This is an optimization exercise on Yosys and OpenROAD, whose aim is small area and few clock cycles per item, not a production implementation. RTL that was checked went through simulation tests only; none was proved equivalent to the original. Only the layout flow was run in run 2; the RTL was not checked for function there.

## flow/design.v (module list and top-level ports; edited modules follow where they fit)
// module gaze_smoothed_zoom_crop_top: 1843 lines
// module gszc_fa: 4 lines
// module gszc_ha: 4 lines
// module gszc_han: 4 lines
module gaze_smoothed_zoom_crop_top (
	input  wire logic                                 clk,
	input  wire logic                                 arst_n,
	input  wire logic                                 gaze_valid,
	output wire logic                                 gaze_ready,
	input  wire logic signed [gszc_pkg::GAZE_W-1:0]   gaze_x,
	input  wire logic signed [gszc_pkg::GAZE_W-1:0]   gaze_y,
	input  wire logic                                 cfg_valid,
	output wire logic                                 cfg_ready,
	input  wire logic [gszc_pkg::CFG_IDX_W-1:0]       cfg_index,
	input  wire logic [gszc_pkg::CROP_W-1:0]          cfg_data,
	output wire logic                                 result_valid,
	input  wire logic                                 result_ready,
	output logic signed [gszc_pkg::GAZE_W-1:0]        result_center_x,
	output logic signed [gszc_pkg::GAZE_W-1:0]        result_center_y,
	output logic        [gszc_pkg::CROP_W-1:0]        result_crop_width,
	output logic        [gszc_pkg::CROP_W-1:0]        result_crop_height,
	output logic signed [gszc_pkg::CORNER_W-1:0]      result_corner_x,
	output logic signed [gszc_pkg::CORNER_W-1:0]      result_corner_y
);
  // ...
==> flow/run.sh <==
#!/bin/bash
# synth_recipe.tcl (not shown) runs the flow's synth.tcl, then flattens the netlist and writes it again
# the make line also repeats each setting of config.mk as NAME=value (left out here)
make -C /OpenROAD-flow-scripts/flow DESIGN_CONFIG=/design/flow/config.mk WORK_HOME=/design/flow/orfs CLKGATE_MAP_FILE= SYNTH_SCRIPT=/design/flow/synth_recipe.tcl finish
==> flow/config.mk <==
export PLATFORM = sky130hd
export DESIGN_NAME = gaze_smoothed_zoom_crop_top
export DESIGN_NICKNAME = gaze_smoothed_zoom_crop_top
export VERILOG_FILES = /design/flow/design.v
export SDC_FILE = /design/flow/constraint.sdc
export NUM_CORES = 4
export LEC_CHECK = 0
export CAP_MARGIN = 20
export CORE_MARGIN = 2
export CORE_UTILIZATION = 40
export CTS_CLUSTER_DIAMETER = 100
export CTS_CLUSTER_SIZE = 30
export SLEW_MARGIN = 20
export SYNTH_HIERARCHICAL = 1
export SYNTH_MINIMUM_KEEP_SIZE = 0
==> flow/constraint.sdc <==
create_clock -name core_clock -period 9.0 [get_ports {clk}]
set_input_delay 1.8000 -clock core_clock [delete_from_list [all_inputs] [get_ports {clk}]]
set_output_delay 1.8000 -clock core_clock [all_outputs]
set_load 0.01 [all_outputs]
==> summary.txt, run 1 <==
* Status: no timing/DRC/antenna violations
* Crit path kind: flip-flop to flip-flop
* Global route hottest layer: met2
* Number of nets in the layout at 4176
* Share of cells above drive strength 1 at approximately 6.4%
* DR WL/cell at 18.4 um
* FFs w/ async S/R, synth at roughly a fifth
* # setup viols final at 0
* Core ar. at approximately 100000 um^2
* H-tree levels at 1
* Post-CTS Setup Inserts at 0
* CTS hold repair buffers at 0
* All-Layer GR Usage at between 10% and 20%
* Vias at around 22000
* GPL Wtd Cong at 0.822
* Minimum hold slack at around 0.42 ns
* Fraction of the mapped netlist area in adder cells at 41.4%
* DRC at 0
* Main synth FF type: edfxtp_1
* Cell mode on critical path: fa_1
* Number of vias per cell at 4.93
* Most frequent cells after synthesis: fa_1 (612), edfxtp_1 (404), ha_1 (399)
* Final period utilization at between 90% and 100%
* Slowest CP cell: fa_1
* Crit path DAT at ~9.0 ns
* Seq cells at approximately 550
* Final clock-cell share at under 10%
* Diode count at 1
* Cell total after placement at 4468
* Fin crit period at around 8.6 ns
* Die area at approximately 110000 um^2
* RR Endpoint: cw_s4[9]
* Layout buffer count excluding clock buffers at roughly 150
* HP Class: flip-flop to flip-flop
* Met3 wire length at between 4000 and 5000 um
* Final worst slack at 0.400 ns
* Top sig layer: met5
* Setup WS pre-CTS at between 0.02 and 0.03 ns
* Max transition margin at between 20% and 30%
* Seq area share at between 30% and 40%
* Worst-Margin Slew at about 1.1 ns
* Area after DPL at 44700 um^2
Testbench counts, summed over its fixed seeds: cycles 9,632, items 9,528.
==> inputs of run 2 (changes only) <==
--- a/flow/design.v
+++ b/flow/design.v
@@ -1532,18 +1532,20 @@
 	wire wdiv_157, wdiv_158;
 	gszc_fa u_wdiv_157 (.a(wdiv_113), .b(wdiv_112), .c(wdiv_156), .s(wdiv_157), .co(wdiv_158));
 	wire wdiv_159, wdiv_160;
 	gszc_fa u_wdiv_159 (.a(wdiv_115), .b(wdiv_114), .c(wdiv_158), .s(wdiv_159), .co(wdiv_160));
 	wire wdiv_161, wdiv_162;
 	gszc_fa u_wdiv_161 (.a(wdiv_117), .b(wdiv_116), .c(wdiv_160), .s(wdiv_161), .co(wdiv_162));
 	wire wdiv_163, wdiv_164;
 	gszc_fa u_wdiv_163 (.a(wdiv_119), .b(wdiv_118), .c(wdiv_162), .s(wdiv_163), .co(wdiv_164));
-	wire [18:0] wdiv_165 = {1'b0, 1'b1, wdiv_153, wdiv_151, wdiv_149, wdiv_147, wdiv_145, wdiv_143, wdiv_141, wdiv_139, wdiv_137, wdiv_135, wdiv_133, wdiv_131, wdiv_129, wdiv_127, wdiv_125, wdiv_123, wdiv_121} + {1'b0, wdiv_154, wdiv_152, wdiv_150, wdiv_148, wdiv_146, wdiv_144, wdiv_142, wdiv_140, wdiv_138, wdiv_136, wdiv_134, wdiv_132, wdiv_130, wdiv_128, wdiv_126, wdiv_124, wdiv_122, wdiv_120} + 19'(wdiv_164);
-	assign q_w = {wdiv_165[17], wdiv_165[16], wdiv_165[15], wdiv_165[14], wdiv_165[13], wdiv_165[12], wdiv_165[11], wdiv_165[10], wdiv_165[9], wdiv_165[8], wdiv_165[7], wdiv_165[6], wdiv_165[5]};
+	wire wdiv_165, wdiv_166;
+	gszc_fa u_wdiv_165 (.a(wdiv_121), .b(wdiv_120), .c(wdiv_164), .s(wdiv_165), .co(wdiv_166));
+	wire [17:0] wdiv_167 = {1'b0, 1'b1, wdiv_153, wdiv_151, wdiv_149, wdiv_147, wdiv_145, wdiv_143, wdiv_141, wdiv_139, wdiv_137, wdiv_135, wdiv_133, wdiv_131, wdiv_129, wdiv_127, wdiv_125, wdiv_123} + {1'b0, wdiv_154, wdiv_152, wdiv_150, wdiv_148, wdiv_146, wdiv_144, wdiv_142, wdiv_140, wdiv_138, wdiv_136, wdiv_134, wdiv_132, wdiv_130, wdiv_128, wdiv_126, wdiv_124, wdiv_122} + 18'(wdiv_166);
+	assign q_w = {wdiv_167[16], wdiv_167[15], wdiv_167[14], wdiv_167[13], wdiv_167[12], wdiv_167[11], wdiv_167[10], wdiv_167[9], wdiv_167[8], wdiv_167[7], wdiv_167[6], wdiv_167[5], wdiv_167[4]};
 	wire hdiv_1, hdiv_2;
 	gszc_ha u_hdiv_1 (.a(p_h_s3[0]), .b(p_h_s3[2]), .s(hdiv_1), .co(hdiv_2));
 	wire hdiv_3, hdiv_4;
 	gszc_fa u_hdiv_3 (.a(p_h_s3[1]), .b(p_h_s3[3]), .c(p_h_s3[6]), .s(hdiv_3), .co(hdiv_4));
 	wire hdiv_5, hdiv_6;
 	gszc_fa u_hdiv_5 (.a(p_h_s3[2]), .b(p_h_s3[4]), .c(p_h_s3[7]), .s(hdiv_5), .co(hdiv_6));
 	wire hdiv_7, hdiv_8;
 	gszc_fa u_hdiv_7 (.a(p_h_s3[3]), .b(p_h_s3[5]), .c(p_h_s3[8]), .s(hdiv_7), .co(hdiv_8));
@@ -1698,18 +1700,20 @@
 	wire hdiv_157, hdiv_158;
 	gszc_fa u_hdiv_157 (.a(hdiv_113), .b(hdiv_112), .c(hdiv_156), .s(hdiv_157), .co(hdiv_158));
 	wire hdiv_159, hdiv_160;
 	gszc_fa u_hdiv_159 (.a(hdiv_115), .b(hdiv_114), .c(hdiv_158), .s(hdiv_159), .co(hdiv_160));
 	wire hdiv_161, hdiv_162;
 	gszc_fa u_hdiv_161 (.a(hdiv_117), .b(hdiv_116), .c(hdiv_160), .s(hdiv_161), .co(hdiv_162));
 	wire hdiv_163, hdiv_164;
 	gszc_fa u_hdiv_163 (.a(hdiv_119), .b(hdiv_118), .c(hdiv_162), .s(hdiv_163), .co(hdiv_164));
-	wire [18:0] hdiv_165 = {1'b0, 1'b1, hdiv_153, hdiv_151, hdiv_149, hdiv_147, hdiv_145, hdiv_143, hdiv_141, hdiv_139, hdiv_137, hdiv_135, hdiv_133, hdiv_131, hdiv_129, hdiv_127, hdiv_125, hdiv_123, hdiv_121} + {1'b0, hdiv_154, hdiv_152, hdiv_150, hdiv_148, hdiv_146, hdiv_144, hdiv_142, hdiv_140, hdiv_138, hdiv_136, hdiv_134, hdiv_132, hdiv_130, hdiv_128, hdiv_126, hdiv_124, hdiv_122, hdiv_120} + 19'(hdiv_164);
-	assign q_h = {hdiv_165[17], hdiv_165[16], hdiv_165[15], hdiv_165[14], hdiv_165[13], hdiv_165[12], hdiv_165[11], hdiv_165[10], hdiv_165[9], hdiv_165[8], hdiv_165[7], hdiv_165[6], hdiv_165[5]};
+	wire hdiv_165, hdiv_166;
+	gszc_fa u_hdiv_165 (.a(hdiv_121), .b(hdiv_120), .c(hdiv_164), .s(hdiv_165), .co(hdiv_166));
+	wire [17:0] hdiv_167 = {1'b0, 1'b1, hdiv_153, hdiv_151, hdiv_149, hdiv_147, hdiv_145, hdiv_143, hdiv_141, hdiv_139, hdiv_137, hdiv_135, hdiv_133, hdiv_131, hdiv_129, hdiv_127, hdiv_125, hdiv_123} + {1'b0, hdiv_154, hdiv_152, hdiv_150, hdiv_148, hdiv_146, hdiv_144, hdiv_142, hdiv_140, hdiv_138, hdiv_136, hdiv_134, hdiv_132, hdiv_130, hdiv_128, hdiv_126, hdiv_124, hdiv_122} + 18'(hdiv_166);
+	assign q_h = {hdiv_167[16], hdiv_167[15], hdiv_167[14], hdiv_167[13], hdiv_167[12], hdiv_167[11], hdiv_167[10], hdiv_167[9], hdiv_167[8], hdiv_167[7], hdiv_167[6], hdiv_167[5], hdiv_167[4]};
 	wire wcl_1, wcl_2;
 gszc_ha u_wcl_1 (.a(max_w_q[0]), .b((q_w[0] ^ neg_w)), .s(wcl_1), .co(wcl_2));
 wire wcl_3, wcl_4;
 gszc_ha u_wcl_3 (.a(max_w_q[1]), .b((q_w[1] ^ neg_w)), .s(wcl_3), .co(wcl_4));
 wire wcl_5, wcl_6;
 gszc_ha u_wcl_5 (.a(max_w_q[2]), .b((q_w[2] ^ neg_w)), .s(wcl_5), .co(wcl_6));
 wire wcl_7, wcl_8;
 gszc_ha u_wcl_7 (.a(max_w_q[3]), .b((q_w[3] ^ neg_w)), .s(wcl_7), .co(wcl_8));
@@ -1730,20 +1734,18 @@
 wire wcl_23, wcl_24;
 gszc_ha u_wcl_23 (.a(max_w_q[11]), .b((q_w[11] ^ neg_w)), .s(wcl_23), .co(wcl_24));
 wire wcl_25, wcl_26;
 gszc_ha u_wcl_25 (.a(wcl_1), .b(neg_w), .s(wcl_25), .co(wcl_26));
 wire wcl_27, wcl_28;
 gszc_fa u_wcl_27 (.a(wcl_3), .b(wcl_2), .c(wcl_26), .s(wcl_27), .co(wcl_28));
 wire wcl_29, wcl_30;
 gszc_fa u_wcl_29 (.a(wcl_5), .b(wcl_4), .c(wcl_28), .s(wcl_29), .co(wcl_30));
-wire wcl_31, wcl_32;
-gszc_fa u_wcl_31 (.a(wcl_7), .b(wcl_6), .c(wcl_30), .s(wcl_31), .co(wcl_32));
-wire [10:0] wcl_33 = {1'b0, neg_w, (q_w[12] ^ neg_w), wcl_23, wcl_21, wcl_19, wcl_17, wcl_15, wcl_13, wcl_11, wcl_9} + {1'b0, 1'b0, wcl_24, wcl_22, wcl_20, wcl_18, wcl_16, wcl_14, wcl_12, wcl_10, wcl_8} + 11'(wcl_32);
-assign t_w = {wcl_33[9], wcl_33[8], wcl_33[7], wcl_33[6], wcl_33[5], wcl_33[4], wcl_33[3], wcl_33[2], wcl_33[1], wcl_33[0], wcl_31, wcl_29, wcl_27, wcl_25};
+wire [11:0] wcl_31 = {1'b0, neg_w, (q_w[12] ^ neg_w), wcl_23, wcl_21, wcl_19, wcl_17, wcl_15, wcl_13, wcl_11, wcl_9, wcl_7} + {1'b0, 1'b0, wcl_24, wcl_22, wcl_20, wcl_18, wcl_16, wcl_14, wcl_12, wcl_10, wcl_8, wcl_6} + 12'(wcl_30);
+assign t_w = {wcl_31[10], wcl_31[9], wcl_31[8], wcl_31[7], wcl_31[6], wcl_31[5], wcl_31[4], wcl_31[3], wcl_31[2], wcl_31[1], wcl_31[0], wcl_29, wcl_27, wcl_25};
 	wire hcl_1, hcl_2;
 gszc_ha u_hcl_1 (.a(max_h_q[0]), .b((q_h[0] ^ neg_h)), .s(hcl_1), .co(hcl_2));
 wire hcl_3, hcl_4;
 gszc_ha u_hcl_3 (.a(max_h_q[1]), .b((q_h[1] ^ neg_h)), .s(hcl_3), .co(hcl_4));
 wire hcl_5, hcl_6;
 gszc_ha u_hcl_5 (.a(max_h_q[2]), .b((q_h[2] ^ neg_h)), .s(hcl_5), .co(hcl_6));
 wire hcl_7, hcl_8;
 gszc_ha u_hcl_7 (.a(max_h_q[3]), .b((q_h[3] ^ neg_h)), .s(hcl_7), .co(hcl_8));
@@ -1764,20 +1766,18 @@
 wire hcl_23, hcl_24;
 gszc_ha u_hcl_23 (.a(max_h_q[11]), .b((q_h[11] ^ neg_h)), .s(hcl_23), .co(hcl_24));
 wire hcl_25, hcl_26;
 gszc_ha u_hcl_25 (.a(hcl_1), .b(neg_h), .s(hcl_25), .co(hcl_26));
 wire hcl_27, hcl_28;
 gszc_fa u_hcl_27 (.a(hcl_3), .b(hcl_2), .c(hcl_26), .s(hcl_27), .co(hcl_28));
 wire hcl_29, hcl_30;
 gszc_fa u_hcl_29 (.a(hcl_5), .b(hcl_4), .c(hcl_28), .s(hcl_29), .co(hcl_30));
-wire hcl_31, hcl_32;
-gszc_fa u_hcl_31 (.a(hcl_7), .b(hcl_6), .c(hcl_30), .s(hcl_31), .co(hcl_32));
-wire [10:0] hcl_33 = {1'b0, neg_h, (q_h[12] ^ neg_h), hcl_23, hcl_21, hcl_19, hcl_17, hcl_15, hcl_13, hcl_11, hcl_9} + {1'b0, 1'b0, hcl_24, hcl_22, hcl_20, hcl_18, hcl_16, hcl_14, hcl_12, hcl_10, hcl_8} + 11'(hcl_32);
-assign t_h = {hcl_33[9], hcl_33[8], hcl_33[7], hcl_33[6], hcl_33[5], hcl_33[4], hcl_33[3], hcl_33[2], hcl_33[1], hcl_33[0], hcl_31, hcl_29, hcl_27, hcl_25};
+wire [11:0] hcl_31 = {1'b0, neg_h, (q_h[12] ^ neg_h), hcl_23, hcl_21, hcl_19, hcl_17, hcl_15, hcl_13, hcl_11, hcl_9, hcl_7} + {1'b0, 1'b0, hcl_24, hcl_22, hcl_20, hcl_18, hcl_16, hcl_14, hcl_12, hcl_10, hcl_8, hcl_6} + 12'(hcl_30);
+assign t_h = {hcl_31[10], hcl_31[9], hcl_31[8], hcl_31[7], hcl_31[6], hcl_31[5], hcl_31[4], hcl_31[3], hcl_31[2], hcl_31[1], hcl_31[0], hcl_29, hcl_27, hcl_25};
 	assign cw_c = neg_w ? ((ovf_w_s3 || t_w[CW+1]) ? '0 : t_w[CW-1:0])
 	                    : ((ovf_w_s3 || t_w[CW+1] || t_w[CW]) ? {CW{1'b1}} : t_w[CW-1:0]);
 	assign ch_c = neg_h ? ((ovf_h_s3 || t_h[CW+1]) ? '0 : t_h[CW-1:0])
 	                    : ((ovf_h_s3 || t_h[CW+1] || t_h[CW]) ? {CW{1'b1}} : t_h[CW-1:0]);
 	always_ff @(posedge clk or negedge arst_n) begin
 		if (!arst_n) v_s4 <= 1'b0;
 		else if (rdy_s4) v_s4 <= v_s3;
 	end
==> summary.txt, run 2 <==
* Status: no timing/DRC/antenna violations (unchanged)
* Drt first pass iters at 5 (unchanged)
* Vias in the first global route at 24700 (was 23900)
* Initial antenna violation count at 1 (was 6)
* Routed Antenna Nets at 0 (unchanged)
* Top cells by area, synth: fa_1 (29%), edfxtp_1 (29%), ha_1 (12%) (unchanged)
* Die area at 107000 um^2 (about the same)
* First-pass GRT wire length at 134000 um (was 135000 um)
* Syn avg cell area at 13.9 um^2 (was 14.0 um^2)
* Max Slew Vio Count at 0 (unchanged)
* Final hold viol count at 0 (unchanged)
* GPL Wtd Cong at 0.814 (was 0.822)
* Startpoint types: flip-flop (unchanged)
* Top Registers: win_x_q x130, win_y_q x130 (unchanged)
* Fin crit period at 8.58 ns (was 8.60 ns)
* Start point of the critical path: p_w_s3[8] (was p_w_s3[3])
* Critical Path Sink Type: flip-flop (unchanged)
* Number of nets in the layout at 4238 (was 4176)
* Post-Route WL at 81200 um (was 83000 um)
* Die Height at 327 um (about the same)
* Initial DRC count at 919 (was 1155)
* Commonest non-fill, non-tap cell in the layout: fa_1 (unchanged)
* Number of synthesized flops with an enable pin at 404 (unchanged)
* Seq. cell area at 15600 um^2 (unchanged)
* Area share of the largest cell type after synthesis at 29.3% (was 29.4%)
* Synth Instances at 3011 (was 2972)
* Clk slew on worst S/H paths at 0.11 ns (was 0.12 ns)
* Sequential cell area fraction in the yosys report at 37.2% (was 37.4%)
* Core ar. at 104000 um^2 (was 103000 um^2)
* Minimum hold slack at 0.416 ns (was 0.417 ns)
* Final instance area at 46200 um^2 (was 45800 um^2)
* I/O Pins at 128 (unchanged)
* Cell mode on critical path: fa_1 (unchanged)
* Cell with the most instances after synthesis: fa_1 (unchanged)
* Synth warn at 11 (unchanged)
* Final period utilization at 95.3% (was 95.6%)
* Detail Placement HPWL at 62800 um (was 63900 um)
* CTS tree: done (unchanged)
* Slowest CP cell: fa_1 (unchanged)
* Num rows at 118 (unchanged)
* Synth-to-Final Area Change at 10.4% (was 9.77%)
* Max-Cap Viols at 0 (unchanged)
* H-tree levels at 1 (unchanged)
* Vias at 22500 (was 22300)
* CTS Root Cell: clkbuf_16 (unchanged)
* DR WL/cell at 17.7 um (was 18.4 um)
* All-Layer GR Usage at 15.7% (was 16.0%)
* Number of synthesized register bits at 546 (unchanged)
* Starting Density at 40.4% (was 40.3%)
* Area after DPL at 45000 um^2 (was 44700 um^2)
* Most frequent cells after synthesis: fa_1 (612), edfxtp_1 (404), ha_1 (399) (unchanged)
* Footprint of the multi-input gates at 25500 um^2 (was 25300 um^2)
* Max transition margin at 31.8% (was 28.7%)
* Final Non-Filler Cells at 4584 (was 4521)
* Area leader, netlist: fa_1 (unchanged)
* Grt ovf at 0 (unchanged)
* Launching point of the worst reg2reg path: p_w_s3[8] (was p_w_s3[3])
* Worst-Margin Slew at 1.02 ns (was 1.07 ns)
* HP Class: flip-flop to flip-flop (unchanged)
* Commonest cells after routing, fill and taps aside: fa_1 (612), edfxtp_1 (404), ha_1 (399) (unchanged)
* RSZ-0062 raised after global routing: yes
* Critical Path RT at 9.38 ns (about the same)
* Crit path kind: flip-flop to flip-flop (unchanged)
* CTS sink cnt at 546 (unchanged)
* # setup viols final at 0 (unchanged)
* Source of the worst hold timing path: win_y_q[9][0] (was win_y_q[1][5])
* Total CTS buffers at 29 (was 28)
* Port buffer count at 126 (unchanged)
* Cell total after placement at 4519 (was 4468)
* CTS max path bufs at 3 (unchanged)
* Largest net degree at the start of global routing at 143 (was 145)
* Crit path DAT at 8.95 ns (was 8.98 ns)
* Fmax at 117 MHz (was 116 MHz)
* Fill cell count at 9465 (was 9380)
* FFs w/ async S/R, synth at 21.2% (unchanged)
* Die width at 327 um (about the same)
* Main synth FF type: edfxtp_1 (unchanged)
* Clock insertion delay at the later pin of the skew report at 0.66 ns (was 0.67 ns)
* Max Clock Skew at 0.0373 ns (was 0.0899 ns)
* DRC at 0 (unchanged)
* Critical-path maximum fanout at 6 (was 12)
* Post-Syn Area at 41800 um^2 (was 41700 um^2)
* Post-synthesis cell type count at 79 (was 73)
* Share of cells above drive strength 1 at 7.65% (was 6.43%)
* Final Core Density at 44.6% (was 44.2%)
* CP max stage delay at 0.53 ns (about the same)
* Number of vias per cell at 4.91 (was 4.93)
==> run 2: cell types whose count changed after synthesis, moves of 6 or more <==
cell	change
o21ai_0	+19
xnor2_1	-10
and3_1	-11
mux2_2	-9
and2_1	-14
or2_2	+6
nor2b_1	+23
and2_2	+6
o21a_1	-21
nand2_1	+9
nor2_1	+10
inv_1	+14
nand3_1	-7
==> run 2: kinds of logic after synthesis <==
family          count (synthesis)  share of synthesized area, %
fa+ha+maj                    1011                          41.2
flops                         546                          37.2
other cells                     1                       0.00896
simple gates                  593                          7.77
compound gates                317                          5.07
mux                            75                          2.02
buf+inv                       275                          2.63
xor+xnor                      193                          4.08
==> run 2: area by class of cell <==
class,count,area share [%]
antenna,1,0.00542
clock buffer,36,1.63
clock inverter,18,0.615
inverter,187,1.54
multi-input combinational,2241,55.2
sequential,546,33.7
tap,1380,3.74
timing repair buffer,175,3.54
==> run 2: worst paths after layout <==
check | end | slack, ns | depth (start not counted)
worst min register to register | win_y_q[8][0] | 0.42 | 0
worst min-delay path | win_y_q[8][0] | 0.42 | 0
worst max register to register | cw_s4[7] | 0.42 | 31
worst max-delay path | cw_s4[7] | 0.42 | 31
max in group asynchronous | min_w_q[1] | 6.58 | 2
min in group asynchronous | sum_x_q[4] | 1.08 | 1
==> run 2: critical path: cells and delay by family, from the launching register on <==
kind | cells | cell delay [ns]
DFF | 1 | 0.44
and+or+nand+nor | 3 | 0.54
xor gates and xnor gates | 1 | 0.14
buffers and inverters | 3 | 0.37
AOI/OAI and AO/OA | 10 | 1.53
adders and majority gates | 14 | 5.26
==> run 2: routing by layer <==
| metal | wire length, um | global-route usage, % | up-vias | part of all wire, % |
|---|---|---|---|---|
| met4 | 2280 | 4.25 | 0 | 2.8 |
| met3 | 1920 | 1.40 | 77 | 2.4 |
| met5 | 0 | 0 | - | 0 |
| met2 | 40400 | 27.0 | 202 | 50 |
| met1 | 36600 | 21.3 | 11700 | 45 |
| li1 | - | - | 10500 | - |
==> run 2: repair_timing <==
item	in CTS	in global routing
setup endpoints to repair	0	24
setup buffers	0	7
hold buffers	0	0
gates resized for setup	0	16
==> run 2: modules after synthesis (local to each module, per instance) <==
| module | times used | cells inside | flops+latches | cell area [um^2] |
|---|---|---|---|---|
| gszc_fa | 592 | 1 | 0 | 20.0 |
| gszc_ha | 224 | 1 | 0 | 12.5 |
| gaze_smoothed_zoom_crop_top | 1 | 2195 | 546 | 27200 |
==> run 2: metrics by stage <==
stage	setup slack (ns)	TNS [ns]
after floorplan	0.536	0
after global placement	0.126	0
after detailed placement	0.0467	0
after CTS	0.0795	0
after global routing	-0.0405	-0.319
final	0.424	0

[re-timing with driven ports]
How much do the figures lean on ideal ports? The routed layouts below were timed once more, with nothing changed but the port constraints. Step 1 sets driving cells, clkbuf_16 on the clock port and buf_2 on the other inputs (assumed; they add their load-dependent delay and slew). Step 2 also shifts input and output timing later by t, the mid clock arrival at the registers, as if the neighbouring blocks saw the same clock. Three values: ideal, step 1, step 2; two values: the first two.
| run | t (ns) | setup WS [ns] | hold slack, ns | clock arrival spread, ns | worst data-port slew with drivers (ns) |
|---|---|---|---|---|---|
| run 1 | 0.698 | 0.400 / 0.400 / 0.043 | 0.417 / 0.417 / 0.417 | 0.098 / 0.098 | 0.05 |
| run 2 | 0.705 | 0.424 / 0.424 / 0.140 | 0.416 / 0.416 / 0.416 | 0.039 / 0.038 | 0.07 |
After both steps every run listed still meets setup and hold. The setup slack of run 1, which loses most, moves by 0.000 ns with the drivers and by -0.357 ns with both steps.
